Background: an optimization exercise with open tools, aiming at small area, a short achievable clock period and few clock cycles per item. Do not read the settings as production practice.
Function was checked by simulation only, so behaviour that the tests miss may differ from the original.

yarrow:
// image_to_ascii_level_mapper
module image_to_ascii_level_mapper (
  input  logic        clk_i,
  input  logic        rst_ni,
  input  logic        in_valid_i,
  output logic        in_ready_o,
  input  logic [7:0]  sample_a_i,
  input  logic [7:0]  sample_b_i,
  input  logic [7:0]  sample_c_i,
  output logic        out_valid_o,
  input  logic        out_ready_i,
  output logic [9:0]  level_o,
  output logic [5:0]  cell_index_o,
  output logic [11:0] band_index_o,
  output logic        row_end_o,
  input  logic        cfg_valid_i,
  output logic        cfg_ready_o,
  input  logic [2:0]  cfg_index_i,
  input  logic [12:0] cfg_data_i
);
  localparam int unsigned SW = ialm_pkg::SUM_W;
  localparam int unsigned NU = 2;             
  localparam int unsigned RN = 63;            
  logic [11:0] w_last, h_last;                
  logic [7:0]  ppc_last, lpb_last;            
  logic [1:0]  comps_c;                       
  logic [5:0]  cpr_m1;                        
  logic [9:0]  pal_q;                         
  logic [3:0]  q_msb;                         
  logic        cfg_wr;
  logic [12:0] cd_m1;
  logic [11:0] cd_w;
  logic [7:0]  cd_9;
  logic [5:0]  cd_7;
  logic [3:0]  cd_msb;
  assign cfg_ready_o = 1'b1;
  assign cfg_wr      = cfg_valid_i;
  always_comb begin
    cd_m1 = cfg_data_i - 13'd1;
    cd_w  = (cfg_data_i == '0) ? '0 : (cfg_data_i > 13'd4096) ? '1 : cd_m1[11:0];
    cd_9  = (cfg_data_i[8:0] == '0) ? '0 : (cfg_data_i[8:0] > 9'd256) ? '1 : cd_m1[7:0];
    cd_7  = (cfg_data_i[6:0] == '0) ? '0 : (cfg_data_i[6:0] > 7'd64) ? '1 : cd_m1[5:0];
    cd_msb = 4'd0;
    for (int i = 1; i < 10; i++) begin
      if (cfg_data_i[i]) cd_msb = 4'(i);
    end
  end
  always_ff @(posedge clk_i or negedge rst_ni) begin
    if (!rst_ni) begin
  ...
For scale: roughly 77 I/O pins, ~95000 um2 of cells after synthesis.
==> flow/config.mk <==
export PLATFORM = sky130hd
export DESIGN_NAME = image_to_ascii_level_mapper
export DESIGN_NICKNAME = image_to_ascii_level_mapper
export VERILOG_FILES = /design/flow/design.v
export SDC_FILE = /design/flow/constraint.sdc
export NUM_CORES = 4
export LEC_CHECK = 0
export CAP_MARGIN = 20
export CORE_MARGIN = 2
export CORE_UTILIZATION = 65
export CTS_BUF_LIST = sky130_fd_sc_hd__clkbuf_8
export SETUP_SLACK_MARGIN = 5
export SLEW_MARGIN = 20
==> flow/constraint.sdc <==
create_clock -name core_clock -period 10.0 [get_ports {clk_i}]
set_input_delay 2.0000 -clock core_clock [delete_from_list [all_inputs] [get_ports {clk_i}]]
set_output_delay 2.0000 -clock core_clock [all_outputs]
set_load 0.01 [all_outputs]
standard.sh (not shown) runs the stock make flow with config.mk's settings and CLKGATE_MAP_FILE= SYNTH_SCRIPT=/design/flow/synth_recipe.tcl, a recipe that flattens the netlist after the stock synthesis.
==> flow/flow/run.sh <==
#!/bin/bash
# Layout flow: the standard flow (standard.sh, unchanged synthesis), with
# a larger setup repair margin so timing repair works toward a shorter period.
# The clock period and constraints are the design's (constraint.sdc as given).
set -euo pipefail
cd "$(dirname "$0")/.."
MARGIN=6.2
sed "s/SETUP_SLACK_MARGIN=[0-9.]*/SETUP_SLACK_MARGIN=${MARGIN}/" standard.sh > flow/standard_margin.sh
grep -q "SETUP_SLACK_MARGIN=${MARGIN}" flow/standard_margin.sh
bash flow/standard_margin.sh > flow_make.log 2>&1
Testbench counts of yarrow, summed over its fixed seeds: cycles 14,166, items 13,568.
### yarrow -> maple
==> flow/flow/standard_margin.sh (new file) <==
#!/bin/bash
# The standard flow's own layout of this design, on the ORFS make targets given (by default finish). After
# finish it leaves the final layout's DEF at /design/flow/out/final.def.
set -euo pipefail
make -C /OpenROAD-flow-scripts/flow DESIGN_CONFIG=/design/flow/config.mk WORK_HOME=/design/flow/orfs CLKGATE_MAP_FILE= SYNTH_SCRIPT=/design/flow/synth_recipe.tcl CAP_MARGIN=20 CORE_MARGIN=2 CORE_UTILIZATION=65 CTS_BUF_LIST=sky130_fd_sc_hd__clkbuf_8 SETUP_SLACK_MARGIN=6.2 SLEW_MARGIN=20 "${@:-finish}"
if [[ -f /design/flow/orfs/results/sky130hd/image_to_ascii_level_mapper/base/6_final.odb ]]; then
  : # left out here: write the final layout as DEF
fi
==> comparison <==
On cell depth of the worst hold path, maple tracks yarrow almost exactly. Comparing maple with yarrow, the detailed-route wire length came out essentially unchanged. Comparing maple against yarrow, there is no change at all in worst setup timing slack at the placement stage. As far as worst-case setup margin in the final layout goes, yarrow and maple are indistinguishable; the numbers are identical. In summary, maple completed successfully, with a layout that passed the timing, DRC and antenna checks. Diff yarrow..maple | placed wire-length estimate after detailed placement | unchanged. Flop and latch count out of synthesis: yarrow vs maple identical. Reported for maple and yarrow, cell count after synthesis turned out identical to the last digit. maple -> yarrow: cell area delta 0, exact match. The largest stage delay on the critical path on yarrow is in line with that on maple.
Input-level comparison between willow and maple:
==> flow/run.sh (new file) <==
#!/bin/bash
# synth_recipe.tcl (not shown) runs the flow's synth.tcl, then flattens the netlist and writes it again
# the make line also repeats each setting of config.mk as NAME=value (left out here)
make -C /OpenROAD-flow-scripts/flow DESIGN_CONFIG=/design/flow/config.mk WORK_HOME=/design/flow/orfs CLKGATE_MAP_FILE= SYNTH_SCRIPT=/design/flow/synth_recipe.tcl finish
removed: flow/flow/run.sh
removed: flow/flow/standard_margin.sh
removed: flow/standard.sh
[summary]
- Any difference in number of ports placed on the die boundary between willow and maple is small enough to ignore.
- Maximum cell stage delay along the critical path: willow higher than maple
- Number of instances resized during post-cts repair came out lower on willow than on maple.
- As of willow, maximum frequency had fallen by a little under 10% compared to maple.
- Across both runs, met1 global-route usage was lower for willow than for maple.
## Diff of input files: violet against willow
- swapping 65 for 40 in CORE_UTILIZATION
- clearing CTS_BUF_LIST, which used to be sky130_fd_sc_hd__clkbuf_8
Notes after the runs:
Taking willow as the reference, in violet number of antenna violations at the first check in global routing shrank by 6, detailed-route wire length -about 1.5%, share of synthesized cell area in full adder, half adder and majority cells essentially unchanged, largest net degree at the start of global routing neither gained nor lost much, top achievable clock speed rose 0.73%. Transition time at the pin with the least slew margin in violet vs willow: up 83 ps. Compared with willow, violet shows setup slack higher by 35 ps.

## old
image_to_ascii_level_mapper, a different RTL version from the one above (not shown whole).
Size: about 6,200 cells after synthesis, ~2,200 flip-flops, ~77 I/O pins, about 91,000 sq um of cells after synthesis.
clock: 10.0 ns
lec_check: 0
cap_margin: 20
core_margin: 2
core_utilization: 65
cts_buf_list: sky130_fd_sc_hd__clkbuf_8
setup_slack_margin: 5
slew_margin: 20
==> flow/flow/run.sh <==
#!/bin/bash
# Layout flow: the standard flow (standard.sh, unchanged synthesis), with
# a larger setup repair margin so timing repair works toward a shorter period.
# The clock period and constraints are the design's (constraint.sdc as given).
set -euo pipefail
cd "$(dirname "$0")/.."
MARGIN=5.6
sed "s/SETUP_SLACK_MARGIN=[0-9.]*/SETUP_SLACK_MARGIN=${MARGIN}/" standard.sh > flow/standard_margin.sh
grep -q "SETUP_SLACK_MARGIN=${MARGIN}" flow/standard_margin.sh
bash flow/standard_margin.sh > flow_make.log 2>&1
Both conditions hold for old: the flow ran to the end and the final layout passed the timing, DRC and antenna checks.
Testbench counts of old, summed over its fixed seeds: cycles 14,166, items 13,568.
The following lists how new was set up differently from old:
Settings: putting CTS_CLUSTER_SIZE at 30 where nothing was set; swapping sky130_fd_sc_hd__clkbuf_8 for sky130_fd_sc_hd__clkbuf_16 in CTS_BUF_LIST; swapping 65 for 70 in CORE_UTILIZATION.
## What came out
- old vs new, end of the critical path: g_unit[1].k_rem_q[25] vs w_q[23]
- Relative to old, maximum frequency from static timing analysis has gone down in new.
- Global-route usage was lower in the run labelled old.
- Setup slack: new less than old
- Although it ran to completion, new produced a layout that fails the final checks because of capacitance limit, slew limit.
- old → new: global-route wire length before repair increased by 19% relative to the old numbers; number of antenna violations at the first check in global routing rose 13; routed via count rose 4,185; signal arrival time at the worst endpoint higher; number of buffers and inverters on the critical path decreased 1.

Setup of v38:
image_to_ascii_level_mapper again, from the RTL that the note above started with.
Settings: LEC_CHECK=0, CAP_MARGIN=20, CORE_MARGIN=2, CORE_UTILIZATION=65, CTS_BUF_LIST=sky130_fd_sc_hd__clkbuf_8, SETUP_SLACK_MARGIN=5, SLEW_MARGIN=20; clock period 10.0 ns.
==> flow/flow/standard_margin.sh <==
#!/bin/bash
# The standard flow's own layout of this design, on the ORFS make targets given (by default finish). After
# finish it leaves the final layout's DEF at /design/flow/out/final.def.
set -euo pipefail
make -C /OpenROAD-flow-scripts/flow DESIGN_CONFIG=/design/flow/config.mk WORK_HOME=/design/flow/orfs CLKGATE_MAP_FILE= SYNTH_SCRIPT=/design/flow/synth_recipe.tcl CAP_MARGIN=20 CORE_MARGIN=2 CORE_UTILIZATION=65 CTS_BUF_LIST=sky130_fd_sc_hd__clkbuf_8 SETUP_SLACK_MARGIN=5.6 SLEW_MARGIN=20 "${@:-finish}"
if [[ -f /design/flow/orfs/results/sky130hd/image_to_ascii_level_mapper/base/6_final.odb ]]; then
  : # left out here: write the final layout as DEF
fi
Scripts as last shown in full above: flow/flow/run.sh
v38: done, clean on timing, DRC and antenna
Testbench counts of v38, summed over its fixed seeds: cycles 14,166, items 13,568.
Setup changes, v38 to v6
Settings: swapping sky130_fd_sc_hd__clkbuf_8 for sky130_fd_sc_hd__clkbuf_4 in CTS_BUF_LIST.
-- flow/flow/standard_margin.sh --
<<< v38, line 5
make -C /OpenROAD-flow-scripts/flow DESIGN_CONFIG=/design/flow/config.mk WORK_HOME=/design/flow/orfs CLKGATE_MAP_FILE= SYNTH_SCRIPT=/design/flow/synth_recipe.tcl CAP_MARGIN=20 CORE_MARGIN=2 CORE_UTILIZATION=65 CTS_BUF_LIST=sky130_fd_sc_hd__clkbuf_8 SETUP_SLACK_MARGIN=5.6 SLEW_MARGIN=20 "${@:-finish}"
>>> v6, line 5
make -C /OpenROAD-flow-scripts/flow DESIGN_CONFIG=/design/flow/config.mk WORK_HOME=/design/flow/orfs CLKGATE_MAP_FILE= SYNTH_SCRIPT=/design/flow/synth_recipe.tcl CAP_MARGIN=20 CORE_MARGIN=2 CORE_UTILIZATION=65 CTS_BUF_LIST=sky130_fd_sc_hd__clkbuf_4 SETUP_SLACK_MARGIN=5.6 SLEW_MARGIN=20 "${@:-finish}"
Compared with v38, v6 shows minimum hold slack higher by 0.0096 ns.
Comparing synthesis-to-finish area growth for v6 and v38, the bigger number came from v6.
Looking only at arrival time at the worst endpoint, and setting everything else aside, the higher value of v6 and v38 goes to v6.
Compared with v38, in v6 cell count increased by 326 relative to the old numbers; final-layout non-clock buffer area share lower; worst setup slack went up by 0.0053 ns; via count went up by 1168.

## re-timing with driven ports
How much do the figures lean on ideal ports? The routed layouts below were timed once more, with nothing changed but the port constraints.
Step 1, drivers: a clkbuf_16 drives clk_i and a buf_2 each remaining input, both assumed.
Step 2 moves the port delays by t, midway between the first and last clock arrival at a register: inputs arrive t later, outputs are due t later. That takes back most of the time a late clock gives input paths.
Three values: ideal ports, drivers, drivers and shift; two values: the first two.
| run | t (ns) | setup WS [ns] | slew at the worst register clock pin (ns) | worst slew at a driven data input, ns | cell pins on the clock port's net |
|---|---|---|---|---|---|
| yarrow | 1.060 | 5.458 / 5.458 / 5.133 | 0.11 / 0.11 | 0.04 | 1 |
| maple | 1.060 | 5.458 / 5.458 / 5.133 | 0.11 / 0.11 | 0.04 | 1 |
| willow | 1.075 | 5.095 / 5.095 / 4.527 | 0.10 / 0.10 | 0.04 | 1 |
| violet | 0.906 | 5.130 / 5.130 / 4.480 | 0.07 / 0.07 | 0.06 | 1 |
| old | 1.054 | 5.614 / 5.614 / 4.898 | 0.07 / 0.07 | 0.06 | 1 |
| new | 0.929 | 5.371 / 5.371 / 4.829 | 0.11 / 0.11 | 0.07 | 1 |
| v38 | 1.054 | 5.614 / 5.614 / 4.898 | 0.07 / 0.07 | 0.06 | 1 |
| v6 | 1.324 | 5.619 / 5.619 / 4.767 | 0.08 / 0.08 | 0.06 | 1 |
For v6, which loses most, drivers alone change the setup slack by 0.000 ns; drivers and shift together by -0.852 ns.
